From an optimization exercise on the open Yosys and OpenROAD flow, aimed at small area, a short achievable clock period and few clock cycles per item; shortcuts taken in it are not production practice. Power and IR drop assume default switching activity.

==> 04-27 <==
==> flow/design.v (excerpt) <==
module w4a8_gemm_top (
  input  wire         ap_clk,
  input  wire         areset,
  input  wire         ap_start,
  input  wire         write_result,
  input  wire         a_req,
  input  wire  [31:0] a_data,
  input  wire         b_req,
  input  wire  [31:0] b_data,
  input  wire         out_ready,
  output wire         ap_idle,
  output wire         ap_done,
  output wire         ap_ready,
  output wire         a_ack,
  output wire         b_ack,
  output wire         out_valid,
  output wire  [31:0] out_data
);
==> module w4a8_gemm_top, before the edit <==
module w4a8_gemm_top (
  input  wire         ap_clk,
  input  wire         areset,
  input  wire         ap_start,
  input  wire         write_result,
  input  wire         a_req,
  input  wire  [31:0] a_data,
  input  wire         b_req,
  input  wire  [31:0] b_data,
  input  wire         out_ready,
  output wire         ap_idle,
  output wire         ap_done,
  output wire         ap_ready,
  output wire         a_ack,
  output wire         b_ack,
  output wire         out_valid,
  output wire  [31:0] out_data
);
  logic        run;        
  logic        done_q;
  logic        wr_q;
  logic        ack_a, ack_b;
  logic [1:0]  a_cnt;      
  logic        b_got;      
  logic [2:0]  cur;        
  logic [2:0]  sq;         
  logic        phit;       
  logic        ov;         
  logic [44-1:0] preg;
  logic [13:0] oreg;
  logic [31:0] areg;
  logic [31:0] breg;
  logic [44-1:0] part;
  logic [13:0] dot;
  wire xfer    = ov & out_ready;
  function automatic logic ok(input logic [2:0] w);
    ok = run & wr_q & b_got & ~w[2] & (w[1] ? (a_cnt == 2'd2) : (a_cnt == 2'd1));
  endfunction
  wire ld_rdy  = run & phit;
  wire o_free  = ~ov | out_ready;
  wire load    = ld_rdy & o_free;
  wire [2:0] cur_p1 = cur + 3'd1;
  wire [2:0] cur_p2 = cur + 3'd2;
  wire [2:0] cur_n  = load ? cur_p1 : cur;
  wire sq_ok   = ok(sq);
  wire hit0    = sq_ok & (sq == cur);
  wire hit1    = sq_ok & (sq == cur_p1);
  wire [2:0] sq_n0  = hit0 ? cur_p1 : cur;
  wire [2:0] sq_n1  = hit1 ? cur_p2 : cur_p1;
  wire [2:0] sq_n   = load ? sq_n1 : sq_n0;
  wire a_free  = (a_cnt == 2'd0) | ((a_cnt == 2'd1) & (~wr_q | cur[1]));
  wire a_free1 = (a_cnt == 2'd1) & cur[0] & ld_rdy;
  wire take_a  = run & a_req & ~ack_a & (a_free | (a_free1 & o_free));
  wire take_b  = run & b_req & ~ack_b & ~b_got;
  wire tiles   = (a_cnt == 2'd2) & ~ack_a & b_got & ~ack_b;
  wire fin     = run & tiles & (~wr_q | (cur[2] & (~ov | out_ready)));
  tile_mac_s1 mac_s1 (
    .a_row (areg),
    .b_row (sq[0] ? breg[31:16] : breg[15:0]),
    .part  (part)
  );
  tile_mac_s2 mac_s2 (
    .part  (preg),
    .dot   (dot)
  );
  always_ff @(posedge ap_clk) begin
    if (areset) begin
      run    <= 1'b0;
      done_q <= 1'b0;
      wr_q   <= 1'b0;
      ack_a  <= 1'b0;
      ack_b  <= 1'b0;
      a_cnt  <= '0;
      b_got  <= 1'b0;
      cur    <= '0;
      sq     <= '0;
      phit   <= 1'b0;
      ov     <= 1'b0;
    end else begin
      done_q <= fin;
      if (~run) begin
        if (ap_start & ~done_q) begin
          run   <= 1'b1;
          wr_q  <= write_result;
          a_cnt <= '0;
          b_got <= 1'b0;
          cur   <= '0;
          sq    <= '0;
        end
      end else if (fin) begin
        run <= 1'b0;
      end
      if (take_a) begin
        ack_a <= 1'b1;
        a_cnt <= a_cnt + 2'd1;
      end else if (~a_req) begin
        ack_a <= 1'b0;
      end
      if (take_b) begin
        ack_b <= 1'b1;
        b_got <= 1'b1;
      end else if (~b_req) begin
        ack_b <= 1'b0;
      end
      if (run) begin
        cur  <= cur_n;
        sq   <= sq_n;
      end
      phit <= load ? hit1 : hit0;
      if (load) begin
        ov   <= 1'b1;
      end else if (xfer) begin
        ov   <= 1'b0;
      end
    end
  end
  always_ff @(posedge ap_clk) begin
    if (take_a) areg <= a_data;
    if (take_b) breg <= b_data;
    preg <= part;
    if (load)   oreg <= dot;
  end
  assign ap_idle   = ~run;
  assign ap_done   = done_q;
  assign ap_ready  = done_q;
  assign a_ack     = ack_a;
  assign b_ack     = ack_b;
  assign out_valid = ov;
  assign out_data  = {{18{oreg[13]}}, oreg};
endmodule
Settings: LEC_CHECK=0, ABC_AREA=1, CAP_MARGIN=20, CORE_MARGIN=2, CORE_UTILIZATION=50, CTS_BUF_LIST=sky130_fd_sc_hd__clkbuf_4 sky130_fd_sc_hd__clkbuf_8, GPL_TIMING_DRIVEN=1, SLEW_MARGIN=20; clock period 8.0 ns.
standard.sh (not shown) runs the stock make flow with config.mk's settings and CLKGATE_MAP_FILE= SYNTH_SCRIPT=/design/flow/synth_recipe.tcl, a recipe that flattens the netlist after the stock synthesis.
==> flow/flow/run.sh <==
#!/bin/bash
set -euo pipefail
D=$PWD
SETUP_MARGIN=${SETUP_MARGIN:-5}
bash standard.sh synth > synth.log 2>&1
make -C "$FLOW_HOME" DESIGN_CONFIG=$D/config.mk WORK_HOME=$D/orfs CLKGATE_MAP_FILE= \
  SYNTH_SCRIPT=$D/synth_recipe.tcl \
  BUFFER_PORTS_ARGS="-buffer_cell sky130_fd_sc_hd__buf_2" \
  CTS_ARGS="-sink_clustering_enable -repair_clock_nets -dont_use_dummy_load -buf_list {sky130_fd_sc_hd__clkbuf_4 sky130_fd_sc_hd__clkbuf_8}" \
  SETUP_SLACK_MARGIN=$SETUP_MARGIN finish > layout.log 2>&1
R=$D/orfs/results/sky130hd/w4a8_gemm_top/base
: # left out here: write the final layout as DEF
==> 11-23 (differences from 04-27) <==
--- a/flow/design.v
+++ b/flow/design.v
@@ -211,56 +211,62 @@
   wire c189 = s184 & c179;
   wire s190 = 1'b1 ^ p23 ^ p47;
   wire c191 = (1'b1 & p23) | (p47 & (1'b1 ^ p23));
   wire s192 = p71 ^ p95 ^ c185;
   wire c193 = (p71 & p95) | (c185 & (p71 ^ p95));
-  assign part = ~{1'b1, c193, c191, 1'b1, c189, s192, c187, s190, s188, c183, c181, s186, s182, c173, s180, c171, s172, c163, s170, c161, s162, c153, s160, c151, s152, c143, s150, c141, s142, s140, c133, s138, c123, s132, c121, s130, s122, s120, c111, c109, s110, s108, s102, s98};
+  wire s194 = s190 ^ c187;
+  wire c195 = s190 & c187;
+  wire s196 = 1'b1 ^ c191;
+  wire c197 = 1'b1 & c191;
+  assign part = {1'b1, c197, c195, c193, s196, s194, c189, s192, s188, c183, c181, s186, s182, c173, s180, c171, s172, c163, s170, c161, s162, c153, s160, c151, s152, c143, s150, c141, s142, s140, c133, s138, c123, s132, c121, s130, s122, s120, c111, c109, s110, s108, s102, s98};
 endmodule
 module tile_mac_s2 (
   input  wire  [43:0] part,
   output wire  [13:0] dot
 );
-  wire s0 = ~part[4] ^ ~part[5] ^ ~part[6];
-  wire c1 = (~part[4] & ~part[5]) | (~part[6] & (~part[4] ^ ~part[5]));
-  wire s2 = ~part[10] ^ ~part[11] ^ ~part[8];
-  wire c3 = (~part[10] & ~part[11]) | (~part[8] & (~part[10] ^ ~part[11]));
-  wire s4 = ~part[9] ^ c1;
-  wire c5 = ~part[9] & c1;
-  wire s6 = ~part[12] ^ ~part[13] ^ ~part[14];
-  wire c7 = (~part[12] & ~part[13]) | (~part[14] & (~part[12] ^ ~part[13]));
-  wire s8 = ~part[15] ^ c3 ^ s6;
-  wire c9 = (~part[15] & c3) | (s6 & (~part[15] ^ c3));
-  wire s10 = ~part[16] ^ ~part[17] ^ ~part[18];
-  wire c11 = (~part[16] & ~part[17]) | (~part[18] & (~part[16] ^ ~part[17]));
-  wire s12 = ~part[19] ^ c7 ^ s10;
-  wire c13 = (~part[19] & c7) | (s10 & (~part[19] ^ c7));
-  wire s14 = ~part[20] ^ ~part[21] ^ ~part[22];
-  wire c15 = (~part[20] & ~part[21]) | (~part[22] & (~part[20] ^ ~part[21]));
-  wire s16 = ~part[23] ^ c11 ^ s14;
-  wire c17 = (~part[23] & c11) | (s14 & (~part[23] ^ c11));
-  wire s18 = ~part[24] ^ ~part[25] ^ ~part[26];
-  wire c19 = (~part[24] & ~part[25]) | (~part[26] & (~part[24] ^ ~part[25]));
-  wire s20 = ~part[27] ^ c15 ^ s18;
-  wire c21 = (~part[27] & c15) | (s18 & (~part[27] ^ c15));
-  wire s22 = ~part[28] ^ ~part[29] ^ ~part[30];
-  wire c23 = (~part[28] & ~part[29]) | (~part[30] & (~part[28] ^ ~part[29]));
-  wire s24 = ~part[31] ^ c19 ^ s22;
-  wire c25 = (~part[31] & c19) | (s22 & (~part[31] ^ c19));
-  wire s26 = ~part[32] ^ ~part[33] ^ ~part[34];
-  wire c27 = (~part[32] & ~part[33]) | (~part[34] & (~part[32] ^ ~part[33]));
-  wire s28 = ~part[35] ^ c23 ^ s26;
-  wire c29 = (~part[35] & c23) | (s26 & (~part[35] ^ c23));
-  wire s30 = ~part[36] ^ ~part[37] ^ ~part[38];
-  wire c31 = (~part[36] & ~part[37]) | (~part[38] & (~part[36] ^ ~part[37]));
-  wire s32 = ~part[39] ^ c27 ^ s30;
-  wire c33 = (~part[39] & c27) | (s30 & (~part[39] ^ c27));
-  wire s34 = ~part[40] ^ ~part[41] ^ ~part[42];
-  wire c35 = (~part[40] & ~part[41]) | (~part[42] & (~part[40] ^ ~part[41]));
+  wire s0 = part[4] ^ part[5] ^ part[6];
+  wire c1 = (part[4] & part[5]) | (part[6] & (part[4] ^ part[5]));
+  wire s2 = part[10] ^ part[11] ^ part[8];
+  wire c3 = (part[10] & part[11]) | (part[8] & (part[10] ^ part[11]));
+  wire s4 = part[9] ^ c1;
+  wire c5 = part[9] & c1;
+  wire s6 = part[12] ^ part[13] ^ part[14];
+  wire c7 = (part[12] & part[13]) | (part[14] & (part[12] ^ part[13]));
+  wire s8 = part[15] ^ c3 ^ s6;
+  wire c9 = (part[15] & c3) | (s6 & (part[15] ^ c3));
+  wire s10 = part[16] ^ part[17] ^ part[18];
+  wire c11 = (part[16] & part[17]) | (part[18] & (part[16] ^ part[17]));
+  wire s12 = part[19] ^ c7 ^ s10;
+  wire c13 = (part[19] & c7) | (s10 & (part[19] ^ c7));
+  wire s14 = part[20] ^ part[21] ^ part[22];
+  wire c15 = (part[20] & part[21]) | (part[22] & (part[20] ^ part[21]));
+  wire s16 = part[23] ^ c11 ^ s14;
+  wire c17 = (part[23] & c11) | (s14 & (part[23] ^ c11));
+  wire s18 = part[24] ^ part[25] ^ part[26];
+  wire c19 = (part[24] & part[25]) | (part[26] & (part[24] ^ part[25]));
+  wire s20 = part[27] ^ c15 ^ s18;
+  wire c21 = (part[27] & c15) | (s18 & (part[27] ^ c15));
+  wire s22 = part[28] ^ part[29] ^ part[30];
+  wire c23 = (part[28] & part[29]) | (part[30] & (part[28] ^ part[29]));
+  wire s24 = part[31] ^ c19 ^ s22;
+  wire c25 = (part[31] & c19) | (s22 & (part[31] ^ c19));
+  wire s26 = part[32] ^ part[33] ^ part[34];
+  wire c27 = (part[32] & part[33]) | (part[34] & (part[32] ^ part[33]));
+  wire s28 = part[35] ^ c23 ^ s26;
+  wire c29 = (part[35] & c23) | (s26 & (part[35] ^ c23));
+  wire s30 = part[36] ^ part[37] ^ part[38];
+  wire c31 = (part[36] & part[37]) | (part[38] & (part[36] ^ part[37]));
+  wire s32 = c27 ^ s30;
+  wire c33 = c27 & s30;
+  wire s34 = part[39] ^ part[40] ^ part[41];
+  wire c35 = (part[39] & part[40]) | (part[41] & (part[39] ^ part[40]));
   wire s36 = c31 ^ s34;
   wire c37 = c31 & s34;
-  wire [13:0] row_x = {~part[43], c35, s36, c29, c25, c21, c17, c13, c9, c5, s2, ~part[7], ~part[2], ~part[0]};
-  wire [13:0] row_y = {1'b0, c37, c33, s32, s28, s24, s20, s16, s12, s8, s4, s0, ~part[3], ~part[1]};
+  wire s38 = part[42] ^ c35;
+  wire c39 = part[42] & c35;
+  wire [13:0] row_x = {part[43], c37, c33, s32, c25, c21, c17, c13, c9, c5, s2, part[7], part[2], part[0]};
+  wire [13:0] row_y = {c39, s38, s36, c29, s28, s24, s20, s16, s12, s8, s4, s0, part[3], part[1]};
   assign dot = row_x + row_y;
 endmodule
 `default_nettype wire
 `timescale 1ns/1ps
 `default_nettype none
@@ -288,11 +294,12 @@
   logic        ack_a, ack_b;
   logic [1:0]  a_cnt;      
   logic        b_got;      
   logic [2:0]  cur;        
   logic [2:0]  sq;         
-  logic        phit;       
+  logic [2:0]  pw;         
+  logic        pv;         
   logic        ov;         
   logic [44-1:0] preg;
   logic [13:0] oreg;
   logic [31:0] areg;
   logic [31:0] breg;
@@ -300,21 +307,19 @@
   logic [13:0] dot;
   wire xfer    = ov & out_ready;
   function automatic logic ok(input logic [2:0] w);
     ok = run & wr_q & b_got & ~w[2] & (w[1] ? (a_cnt == 2'd2) : (a_cnt == 2'd1));
   endfunction
-  wire ld_rdy  = run & phit;
+  wire ld_rdy  = run & wr_q & pv & (pw == cur);
   wire o_free  = ~ov | out_ready;
   wire load    = ld_rdy & o_free;
   wire [2:0] cur_p1 = cur + 3'd1;
   wire [2:0] cur_p2 = cur + 3'd2;
   wire [2:0] cur_n  = load ? cur_p1 : cur;
   wire sq_ok   = ok(sq);
-  wire hit0    = sq_ok & (sq == cur);
-  wire hit1    = sq_ok & (sq == cur_p1);
-  wire [2:0] sq_n0  = hit0 ? cur_p1 : cur;
-  wire [2:0] sq_n1  = hit1 ? cur_p2 : cur_p1;
+  wire [2:0] sq_n0  = (sq_ok & (sq == cur))    ? cur_p1 : cur;
+  wire [2:0] sq_n1  = (sq_ok & (sq == cur_p1)) ? cur_p2 : cur_p1;
   wire [2:0] sq_n   = load ? sq_n1 : sq_n0;
   wire a_free  = (a_cnt == 2'd0) | ((a_cnt == 2'd1) & (~wr_q | cur[1]));
   wire a_free1 = (a_cnt == 2'd1) & cur[0] & ld_rdy;
   wire take_a  = run & a_req & ~ack_a & (a_free | (a_free1 & o_free));
   wire take_b  = run & b_req & ~ack_b & ~b_got;
@@ -338,11 +343,12 @@
       ack_b  <= 1'b0;
       a_cnt  <= '0;
       b_got  <= 1'b0;
       cur    <= '0;
       sq     <= '0;
-      phit   <= 1'b0;
+      pw     <= '0;
+      pv     <= 1'b0;
       ov     <= 1'b0;
     end else begin
       done_q <= fin;
       if (~run) begin
         if (ap_start & ~done_q) begin
@@ -370,11 +376,12 @@
       end
       if (run) begin
         cur  <= cur_n;
         sq   <= sq_n;
       end
-      phit <= load ? hit1 : hit0;
+      pw   <= sq;
+      pv   <= sq_ok;
       if (load) begin
         ov   <= 1'b1;
       end else if (xfer) begin
         ov   <= 1'b0;
       end
ABC_AREA = default   (was 1)
==> 05-03 (differences from 04-27) <==
--- a/flow/design.v
+++ b/flow/design.v
@@ -288,11 +288,12 @@
   logic        ack_a, ack_b;
   logic [1:0]  a_cnt;      
   logic        b_got;      
   logic [2:0]  cur;        
   logic [2:0]  sq;         
-  logic        phit;       
+  logic [2:0]  pw;         
+  logic        pv;         
   logic        ov;         
   logic [44-1:0] preg;
   logic [13:0] oreg;
   logic [31:0] areg;
   logic [31:0] breg;
@@ -300,21 +301,19 @@
   logic [13:0] dot;
   wire xfer    = ov & out_ready;
   function automatic logic ok(input logic [2:0] w);
     ok = run & wr_q & b_got & ~w[2] & (w[1] ? (a_cnt == 2'd2) : (a_cnt == 2'd1));
   endfunction
-  wire ld_rdy  = run & phit;
+  wire ld_rdy  = run & wr_q & pv & (pw == cur);
   wire o_free  = ~ov | out_ready;
   wire load    = ld_rdy & o_free;
   wire [2:0] cur_p1 = cur + 3'd1;
   wire [2:0] cur_p2 = cur + 3'd2;
   wire [2:0] cur_n  = load ? cur_p1 : cur;
   wire sq_ok   = ok(sq);
-  wire hit0    = sq_ok & (sq == cur);
-  wire hit1    = sq_ok & (sq == cur_p1);
-  wire [2:0] sq_n0  = hit0 ? cur_p1 : cur;
-  wire [2:0] sq_n1  = hit1 ? cur_p2 : cur_p1;
+  wire [2:0] sq_n0  = (sq_ok & (sq == cur))    ? cur_p1 : cur;
+  wire [2:0] sq_n1  = (sq_ok & (sq == cur_p1)) ? cur_p2 : cur_p1;
   wire [2:0] sq_n   = load ? sq_n1 : sq_n0;
   wire a_free  = (a_cnt == 2'd0) | ((a_cnt == 2'd1) & (~wr_q | cur[1]));
   wire a_free1 = (a_cnt == 2'd1) & cur[0] & ld_rdy;
   wire take_a  = run & a_req & ~ack_a & (a_free | (a_free1 & o_free));
   wire take_b  = run & b_req & ~ack_b & ~b_got;
@@ -338,11 +337,12 @@
       ack_b  <= 1'b0;
       a_cnt  <= '0;
       b_got  <= 1'b0;
       cur    <= '0;
       sq     <= '0;
-      phit   <= 1'b0;
+      pw     <= '0;
+      pv     <= 1'b0;
       ov     <= 1'b0;
     end else begin
       done_q <= fin;
       if (~run) begin
         if (ap_start & ~done_q) begin
@@ -370,11 +370,12 @@
       end
       if (run) begin
         cur  <= cur_n;
         sq   <= sq_n;
       end
-      phit <= load ? hit1 : hit0;
+      pw   <= sq;
+      pv   <= sq_ok;
       if (load) begin
         ov   <= 1'b1;
       end else if (xfer) begin
         ov   <= 1'b0;
       end
ABC_AREA = default   (was 1)
==> summary.txt <==
- Core utilization: 04-27 is higher than 11-23 (1.0 points).
- Sequential cell count: 04-27 < 05-03 < 11-23.
- In 04-27 the clock power is lower than in 05-03, by about 2%.
- The highest synthesized cell count belongs to 04-27, the lowest to 11-23.
- In combinational power, 05-03 and 04-27 hardly differ.
- Fmax, highest first: 04-27, 05-03, 11-23.
- Clock skew, highest first: 11-23, 05-03, 04-27.
- The lowest power belongs to 05-03, the highest to 11-23.
- Against 11-23, the setup slack of 04-27 is better by 0.16 ns.
- The lowest register-to-register slack belongs to 11-23, the highest to 04-27.
- Cell area: 11-23 is larger than 05-03 (1.2%).
==> figures <==
Mux contribution to synthesized area: 04-27 0.550%; 11-23 10.2%; 05-03 8.48%
Most common library cell in the layout ignoring fill and taps: 04-27 inv_1; 11-23 buf_2; 05-03 buf_2
Final clock period utilization by the worst path: 04-27 36.4%; 11-23 38.4%; 05-03 37.3%
Half-perimeter wire length after detailed placement: 04-27 14100 microns; 11-23 14800 microns; 05-03 13900 microns
Logic power comb: 04-27 1.36 mW; 11-23 1.55 mW; 05-03 1.34 mW
Minimum hold slack: 04-27 0.479 ns; 11-23 0.508 ns; 05-03 0.515 ns
Max reg flops: 04-27 42; 11-23 43; 05-03 42
WL per Instance: 04-27 15.5 microns; 11-23 18.1 microns; 05-03 17.2 microns
Share of total power in the clock network: 04-27 15.0%; 11-23 14.3%; 05-03 15.4%
Post-Synthesis Cells: 04-27 824; 11-23 758; 05-03 768
Compound-cell area share of the yosys netlist: 04-27 7.83%; 11-23 11.8%; 05-03 10.8%
Result of the run: 04-27 complete, no violations; 11-23 complete, no violations; 05-03 complete, no violations
Crit Path Class: 04-27 reg -> out; 11-23 reg -> reg; 05-03 reg -> reg
Global-route wire length before repair: 04-27 28600 microns; 11-23 29800 microns; 05-03 29100 microns
Transition time at the pin with the least slew margin: 04-27 0.672 ns; 11-23 0.645 ns; 05-03 0.944 ns
Post-route standard cell area excluding fillers: 04-27 9330 sq um; 11-23 9840 sq um; 05-03 9730 sq um
Worst reg2reg path startpoint: 04-27 sq[0]; 11-23 preg[13]; 05-03 sq[0]
Share of final-layout standard cells stronger than drive strength 1: 04-27 22.1%; 11-23 25.5%; 05-03 26.9%
Min-Delay Endpoint: 04-27 ov; 11-23 wr_q; 05-03 ov
Total area of multi-input combinational cells: 04-27 3870 sq um; 11-23 4670 sq um; 05-03 4470 sq um
Latest clock arrival within the worst-skew pair: 04-27 0.47 ns; 11-23 0.46 ns; 05-03 0.46 ns
Number of library cell types mapped by synthesis: 04-27 40; 11-23 67; 05-03 52
Starting density of the core: 04-27 51.3%; 11-23 50.7%; 05-03 50.7%
No run of this note included a check of the RTL's function; only the layout flow was run.

[re-timing with driven ports]
How much do the figures lean on ideal ports? The routed layouts below were timed once more, with nothing changed but the port constraints. Step 1, drivers: a clkbuf_16 drives ap_clk and a buf_2 each remaining input, both assumed. Step 2 times the ports against the registers' clock, not the clock port: input delays grow and output delays shrink by t, the midpoint of the rising clock arrivals with the driver on. Three values: ideal, step 1, step 2; two values: the first two.
run	t (ns)	setup slack, ns	cell pins on the clock port's net
04-27	0.488	5.087 / 5.051 / 4.693	1
11-23	0.484	4.930 / 4.930 / 4.641	1
05-03	0.483	5.018 / 5.018 / 4.615	1
After both steps every run listed still meets setup and hold. For 05-03, which loses most, drivers alone change the setup slack by 0.000 ns; drivers and shift together by -0.403 ns.
